Context: an optimization exercise on an open-source flow, tuned for small area and a short achievable clock period. The choices shown serve that exercise and are no tape-out recipe.
In this exercise RTL edits were held to simulation tests only and were not proved equivalent to the original.

## wip/maple
==> module leaf_stream_fifo, before the edit <==
module leaf_stream_fifo #(
  parameter int WIDTH = 32
) (
  input  logic             clk,
  input  logic             ap_rst_n,
  input  logic             flush,
  input  logic             clr,         
  input  logic [WIDTH-1:0] wr_data,
  input  logic             wr_valid,
  output logic             wr_ready,
  output logic [WIDTH-1:0] rd_data,
  output logic             rd_valid,
  input  logic             rd_ready,
  output logic [4:0]       level,
  output logic             pop,
  output logic             valid_next
);
  logic [4:0]       count;
  logic             vld_q;     
  logic             rdy_q;     
  logic             two_q;     
  logic [WIDTH-1:0] head;
  logic [WIDTH-1:0] store [15];
  logic             push;
  logic             ld_in;
  logic             ld_st;
  logic             st_we;
  logic [4:0]       count_d;
  logic [WIDTH-1:0] st_out;
  logic [WIDTH-1:0] head_d;
  assign wr_ready = rdy_q & ~flush;
  assign rd_valid = vld_q;
  assign rd_data  = head;
  assign level    = count;
  assign push  = wr_valid & rdy_q & ~flush;
  assign pop   = vld_q & rd_ready & ~flush;
  assign ld_in = push & (~vld_q | (~two_q & pop));
  assign ld_st = pop & two_q;
  assign st_we = push & ~ld_in;
  always_comb begin
    st_out = '0;
    for (int k = 0; k < 15; k++) begin
      st_out = st_out | ({WIDTH{count == 5'(k + 2)}} & store[k]);
    end
  end
  assign head_d = two_q ? st_out : wr_data;
  always_comb begin
    count_d = count;
    if (flush)            count_d = '0;
    else if (push & ~pop) count_d = count + 5'd1;
    else if (pop & ~push) count_d = count - 5'd1;
  end
  assign valid_next = (count_d != 5'd0);
  always_ff @(posedge clk) begin
    if (ld_in | ld_st) head <= head_d;
  end
  always_ff @(posedge clk) begin
    if (st_we) store[0] <= wr_data;
  end
  for (genvar k = 1; k < 15; k++) begin : g_row
    always_ff @(posedge clk) begin
      if (st_we) store[k] <= store[k-1];
    end
  end
  always_ff @(posedge clk or negedge ap_rst_n) begin
    if (!ap_rst_n) begin
      count <= '0;
      vld_q <= 1'b0;
      rdy_q <= 1'b0;
    end else begin
      count <= count_d;
      vld_q <= (count_d != 5'd0);
      rdy_q <= (count_d != 5'd16);
    end
  end
  always_ff @(posedge clk) begin
    if (clr) begin
      two_q <= 1'b0;
    end else begin
      two_q <= (count_d > 5'd1);
    end
  end
endmodule
==> flow/config.mk <==
export PLATFORM = sky130hd
export DESIGN_NAME = leaf_stream_bridge
export DESIGN_NICKNAME = leaf_stream_bridge
export VERILOG_FILES = /design/flow/design.v
export SDC_FILE = /design/flow/constraint.sdc
export NUM_CORES = 4
export LEC_CHECK = 0
export CAP_MARGIN = 10
export CORE_MARGIN = 2
export CORE_UTILIZATION = 66
export CTS_CLUSTER_DIAMETER = 70
export CTS_CLUSTER_SIZE = 25
export SETUP_SLACK_MARGIN = 1.8
export SLEW_MARGIN = 10
==> flow/constraint.sdc <==
create_clock -name core_clock -period 4.5 [get_ports {clk}]
set_input_delay 0.9000 -clock core_clock [delete_from_list [all_inputs] [get_ports {clk}]]
set_output_delay 0.9000 -clock core_clock [all_outputs]
set_load 0.01 [all_outputs]
standard.sh (not shown) runs the stock make flow with config.mk's settings and CLKGATE_MAP_FILE= SYNTH_SCRIPT=/design/flow/synth_recipe.tcl, a recipe that flattens the netlist after the stock synthesis.
==> flow/flow/run.sh <==
#!/bin/bash
set -euo pipefail
cd "$(dirname "$0")/.."
export IO_CONSTRAINTS="$PWD/flow/io.tcl"
export BUFFER_PORTS_ARGS="-buffer_cell sky130_fd_sc_hd__buf_1"
bash standard.sh > standard_flow.log 2>&1
==> flow/flow/io.tcl <==
set_io_pin_constraint -group -order -pin_names {frame_len[0] frame_len[1] frame_len[2] frame_len[3] frame_len[4] frame_len[5] frame_len[6] frame_len[7] Input_TLAST[0] Input_TLAST[1] ack_user2interface[0] flush ack_user2interface[1] Output_TREADY[0] Output_TREADY[1] frame_len[8] frame_len[9] frame_len[10] frame_len[11] frame_len[12] frame_len[13] frame_len[14] frame_len[15]}
### wip/maple -> wip/xenon
==> flow/design.v, changed modules only <==
module leaf_stream_fifo #(
  parameter int WIDTH = 32
) (
  input  logic             clk,
  input  logic             ap_rst_n,
  input  logic             flush,
  input  logic             clr,         
  input  logic [WIDTH-1:0] wr_data,
  input  logic             wr_valid,
  output logic             wr_ready,
  output logic [WIDTH-1:0] rd_data,
  output logic             rd_valid,
  input  logic             rd_ready,
  output logic [4:0]       level,
  output logic             pop,
  output logic             valid_next
);
  logic [4:0]       count;
  logic             vld_q;     
  logic             rdy_q;     
  logic [4:0]       count_n;
  logic             vld_n;
  logic             rdy_n;
  logic             two_q;     
  logic [WIDTH-1:0] head;
  logic [WIDTH-1:0] store [15];
  logic             push;
  logic             ld_in;
  logic             ld_st;
  logic             st_we;
  logic [4:0]       count_d;
  logic [WIDTH-1:0] st_out;
  logic [WIDTH-1:0] head_d;
  assign wr_ready = rdy_q & ~flush;
  assign rd_valid = vld_q;
  assign rd_data  = head;
  assign level    = count;
  assign push  = wr_valid & ~rdy_n & ~flush;
  assign pop   = ~vld_n & rd_ready & ~flush;
  assign ld_in = push & (vld_n | (~two_q & pop));
  assign ld_st = pop & two_q;
  assign st_we = push & ~ld_in;
  logic [4:0] count_i;
  assign count_i = ~count_n;
  always_comb begin
    st_out = '0;
    for (int k = 0; k < 15; k++) begin
      st_out = st_out | ({WIDTH{count_i == 5'(k + 2)}} & store[k]);
    end
  end
  assign head_d = two_q ? st_out : wr_data;
  always_comb begin
    count_d = count_i;
    if (flush)            count_d = '0;
    else if (push & ~pop) count_d = count_i + 5'd1;
    else if (pop & ~push) count_d = count_i - 5'd1;
  end
  assign valid_next = (count_d != 5'd0);
  always_ff @(posedge clk) begin
    if (ld_in | ld_st) head <= head_d;
  end
  always_ff @(posedge clk) begin
    if (st_we) store[0] <= wr_data;
  end
  for (genvar k = 1; k < 15; k++) begin : g_row
    always_ff @(posedge clk) begin
      if (st_we) store[k] <= store[k-1];
    end
  end
  always_ff @(posedge clk or negedge ap_rst_n) begin
    if (!ap_rst_n) begin
      count   <= '0;
      vld_q   <= 1'b0;
      rdy_q   <= 1'b0;
      count_n <= '1;
      vld_n   <= 1'b1;
      rdy_n   <= 1'b1;
    end else begin
      count   <= count_d;
      vld_q   <= (count_d != 5'd0);
      rdy_q   <= (count_d != 5'd16);
      count_n <= ~count_d;
      vld_n   <= (count_d == 5'd0);
      rdy_n   <= (count_d == 5'd16);
    end
  end
  always_ff @(posedge clk) begin
    if (clr) begin
      two_q <= 1'b0;
    end else begin
      two_q <= (count_d > 5'd1);
    end
  end
endmodule
## What came out
Setup slack in wip/xenon is larger than in wip/maple.
Compared wip/xenon vs wip/maple, and post-synthesis simple-gate area fraction is down in wip/xenon.
Going from wip/maple to wip/xenon, sum of net half-perimeters after detailed placement has increased; highest attainable clock frequency neither gained nor lost much; async set-reset flop share out of synthesis up 1.3 points.
Register-to-register slack down 0.04 ns in wip/xenon wrt wip/maple

* * *

Setup of alpha:
leaf_stream_bridge again, from the RTL that the note above started with.
==> module leaf_stream_bridge, before the edit <==
module leaf_stream_bridge #(
  parameter int NUM_IN_PORTS  = 2,
  parameter int NUM_OUT_PORTS = 2,
  parameter int PAYLOAD_BITS  = 32,
  parameter int FIFO_DEPTH    = 16,
  parameter int CNT_BITS      = $clog2(FIFO_DEPTH) + 1
) (
  input  logic                              clk,
  input  logic                              ap_rst_n,
  input  logic                              flush,
  input  logic [15:0]                       frame_len,
  input  logic [NUM_IN_PORTS*PAYLOAD_BITS-1:0]  dout_leaf_interface2user,
  input  logic [NUM_IN_PORTS-1:0]               vld_interface2user,
  output logic [NUM_IN_PORTS-1:0]               ack_user2interface,
  output logic [NUM_OUT_PORTS*PAYLOAD_BITS-1:0] din_leaf_user2interface,
  output logic [NUM_OUT_PORTS-1:0]              vld_user2interface,
  input  logic [NUM_OUT_PORTS-1:0]              ack_interface2user,
  output logic [NUM_IN_PORTS*PAYLOAD_BITS-1:0]  Input_TDATA,
  output logic [NUM_IN_PORTS-1:0]               Input_TVALID,
  output logic [NUM_IN_PORTS-1:0]               Input_TLAST,
  input  logic [NUM_IN_PORTS-1:0]               Input_TREADY,
  input  logic [NUM_OUT_PORTS*PAYLOAD_BITS-1:0] Output_TDATA,
  input  logic [NUM_OUT_PORTS-1:0]              Output_TVALID,
  output logic [NUM_OUT_PORTS-1:0]              Output_TREADY,
  output logic [NUM_IN_PORTS*CNT_BITS-1:0]  in_level,
  output logic [NUM_OUT_PORTS*CNT_BITS-1:0] out_level
);
  logic rst_done;
  logic clr;
  always_ff @(posedge clk or negedge ap_rst_n) begin
    if (!ap_rst_n) begin
      rst_done <= 1'b0;
    end else begin
      rst_done <= 1'b1;
    end
  end
  assign clr = flush | ~rst_done;
  for (genvar i = 0; i < NUM_IN_PORTS; i++) begin : g_in
    logic        pop;
    logic        valid_next;
    logic        tlast;
    logic [15:0] wnext;
    logic [15:0] wnext_d;
    logic        wnz_d;
    logic        en_d;
    logic [15:1] cmp_n;
    logic        cmp0_hi;
    logic        cmp0_lo;
    logic        match0;
    leaf_stream_fifo #(
      .WIDTH (PAYLOAD_BITS)
    ) u_fifo (
      .clk        (clk),
      .ap_rst_n   (ap_rst_n),
      .flush      (flush),
      .clr        (clr),
      .wr_data    (dout_leaf_interface2user[i*PAYLOAD_BITS +: PAYLOAD_BITS]),
      .wr_valid   (vld_interface2user[i]),
      .wr_ready   (ack_user2interface[i]),
      .rd_data    (Input_TDATA[i*PAYLOAD_BITS +: PAYLOAD_BITS]),
      .rd_valid   (Input_TVALID[i]),
      .rd_ready   (Input_TREADY[i]),
      .level      (in_level[i*CNT_BITS +: CNT_BITS]),
      .pop        (pop),
      .valid_next (valid_next)
    );
    assign match0 = frame_len[0] ? cmp0_hi : cmp0_lo;
    assign tlast  = match0 & ((frame_len[15:1] ^ cmp_n) == 15'h7fff);
    assign Input_TLAST[i] = tlast;
    always_comb begin
      wnext_d = wnext;
      if (clr)      wnext_d = 16'd1;
      else if (pop) wnext_d = tlast ? 16'd1 : wnext + 16'd1;
    end
    assign wnz_d = clr | (pop ? (tlast | ~(&wnext)) : (|wnext));
    assign en_d  = valid_next & wnz_d;
    always_ff @(posedge clk) begin
      wnext <= wnext_d;
      cmp_n <= ~wnext_d[15:1];
    end
    always_ff @(posedge clk or negedge ap_rst_n) begin
      if (!ap_rst_n) begin
        cmp0_hi <= 1'b0;
        cmp0_lo <= 1'b0;
      end else begin
        cmp0_hi <= en_d & wnext_d[0];
        cmp0_lo <= en_d & ~wnext_d[0];
      end
    end
  end
  for (genvar j = 0; j < NUM_OUT_PORTS; j++) begin : g_out
    logic pop;
    logic valid_next;
    leaf_stream_fifo #(
      .WIDTH (PAYLOAD_BITS)
    ) u_fifo (
      .clk        (clk),
      .ap_rst_n   (ap_rst_n),
      .flush      (flush),
      .clr        (clr),
      .wr_data    (Output_TDATA[j*PAYLOAD_BITS +: PAYLOAD_BITS]),
      .wr_valid   (Output_TVALID[j]),
      .wr_ready   (Output_TREADY[j]),
      .rd_data    (din_leaf_user2interface[j*PAYLOAD_BITS +: PAYLOAD_BITS]),
      .rd_valid   (vld_user2interface[j]),
      .rd_ready   (ack_interface2user[j]),
      .level      (out_level[j*CNT_BITS +: CNT_BITS]),
      .pop        (pop),
      .valid_next (valid_next)
    );
  end
endmodule
==> flow/config.mk <==
export PLATFORM = sky130hd
export DESIGN_NAME = leaf_stream_bridge
export DESIGN_NICKNAME = leaf_stream_bridge
export VERILOG_FILES = /design/flow/design.v
export SDC_FILE = /design/flow/constraint.sdc
export NUM_CORES = 4
export LEC_CHECK = 0
export CAP_MARGIN = 20
export CORE_MARGIN = 2
export CORE_UTILIZATION = 60
export SETUP_SLACK_MARGIN = 1.8
export SLEW_MARGIN = 20
==> flow/constraint.sdc <==
create_clock -name core_clock -period 4.5 [get_ports {clk}]
set_input_delay 0.9000 -clock core_clock [delete_from_list [all_inputs] [get_ports {clk}]]
set_output_delay 0.9000 -clock core_clock [all_outputs]
set_load 0.01 [all_outputs]
==> flow/flow/run.sh <==
#!/bin/bash
set -euo pipefail
cd "$(dirname "$0")/.."
export IO_CONSTRAINTS="$PWD/flow/io.tcl"
export BUFFER_PORTS_ARGS="-buffer_cell sky130_fd_sc_hd__buf_2"
bash standard.sh > standard_flow.log 2>&1
Scripts as last shown in full above: flow/flow/io.tcl
For beta, these inputs were changed with respect to alpha:
--- a/flow/design.v
+++ b/flow/design.v
@@ -148,8 +148,8 @@
       .valid_next (valid_next)
     );
     assign match0 = frame_len[0] ? cmp0_hi : cmp0_lo;
-    assign tlast  = match0 & ((frame_len[15:1] ^ cmp_n) == 15'h7fff);
-    assign Input_TLAST[i] = tlast;
+    assign Input_TLAST[i] = match0 & ((frame_len[15:1] ^ cmp_n) == 15'h7fff);
+    assign tlast = (cmp0_hi | cmp0_lo) & (frame_len == wnext);
     always_comb begin
       wnext_d = wnext;
       if (clr)      wnext_d = 16'd1;
Notes after the runs:
- beta ended with every stage complete and zero timing, DRC or antenna violations.
- Comparing alpha and beta, multiplexer share of the synthesized area is lower on alpha.
- Compared with alpha, in beta actual slew at the worst max-slew pin fell by 0.055 ns, total of plain and repair buffers excluding clock buffers now larger.
- Delta(fraction of the yosys area taken by sequential cells, beta - alpha) < 0
- The synthesized cell count of beta exceeds that of alpha by 71.

afterwards: timing with drivers on the ports:
The flow's constraints put no driver on any port. The routed layouts listed below were extracted and timed again, unchanged, in two steps. Step 1: set_driving_cell puts a clkbuf_16 on clk and a buf_2 on each other input, an assumption about the parent block. Step 2 moves the port delays by t, midway between the first and last clock arrival at a register: inputs arrive t later, outputs are due t later. That takes back most of the time a late clock gives input paths. a / b / c = ideal / step 1 / step 2; a / b = the first two.
run | shift t [ns] | slack for setup (ns) | worst register clock-pin slew, ns | worst data-port slew with drivers (ns)
wip/maple | 0.803 | 1.622 / 1.548 / 1.090 | 0.10 / 0.10 | 0.19
wip/xenon | 0.822 | 1.627 / 1.548 / 1.202 | 0.10 / 0.10 | 0.15
alpha | 0.865 | 1.567 / 1.494 / 0.987 | 0.07 / 0.07 | 0.20
beta | 0.869 | 1.545 / 1.482 / 1.158 | 0.07 / 0.07 | 0.19
After both steps every run listed still meets setup and hold. For alpha, which loses most, drivers alone change the setup slack by -0.073 ns; drivers and shift together by -0.580 ns.
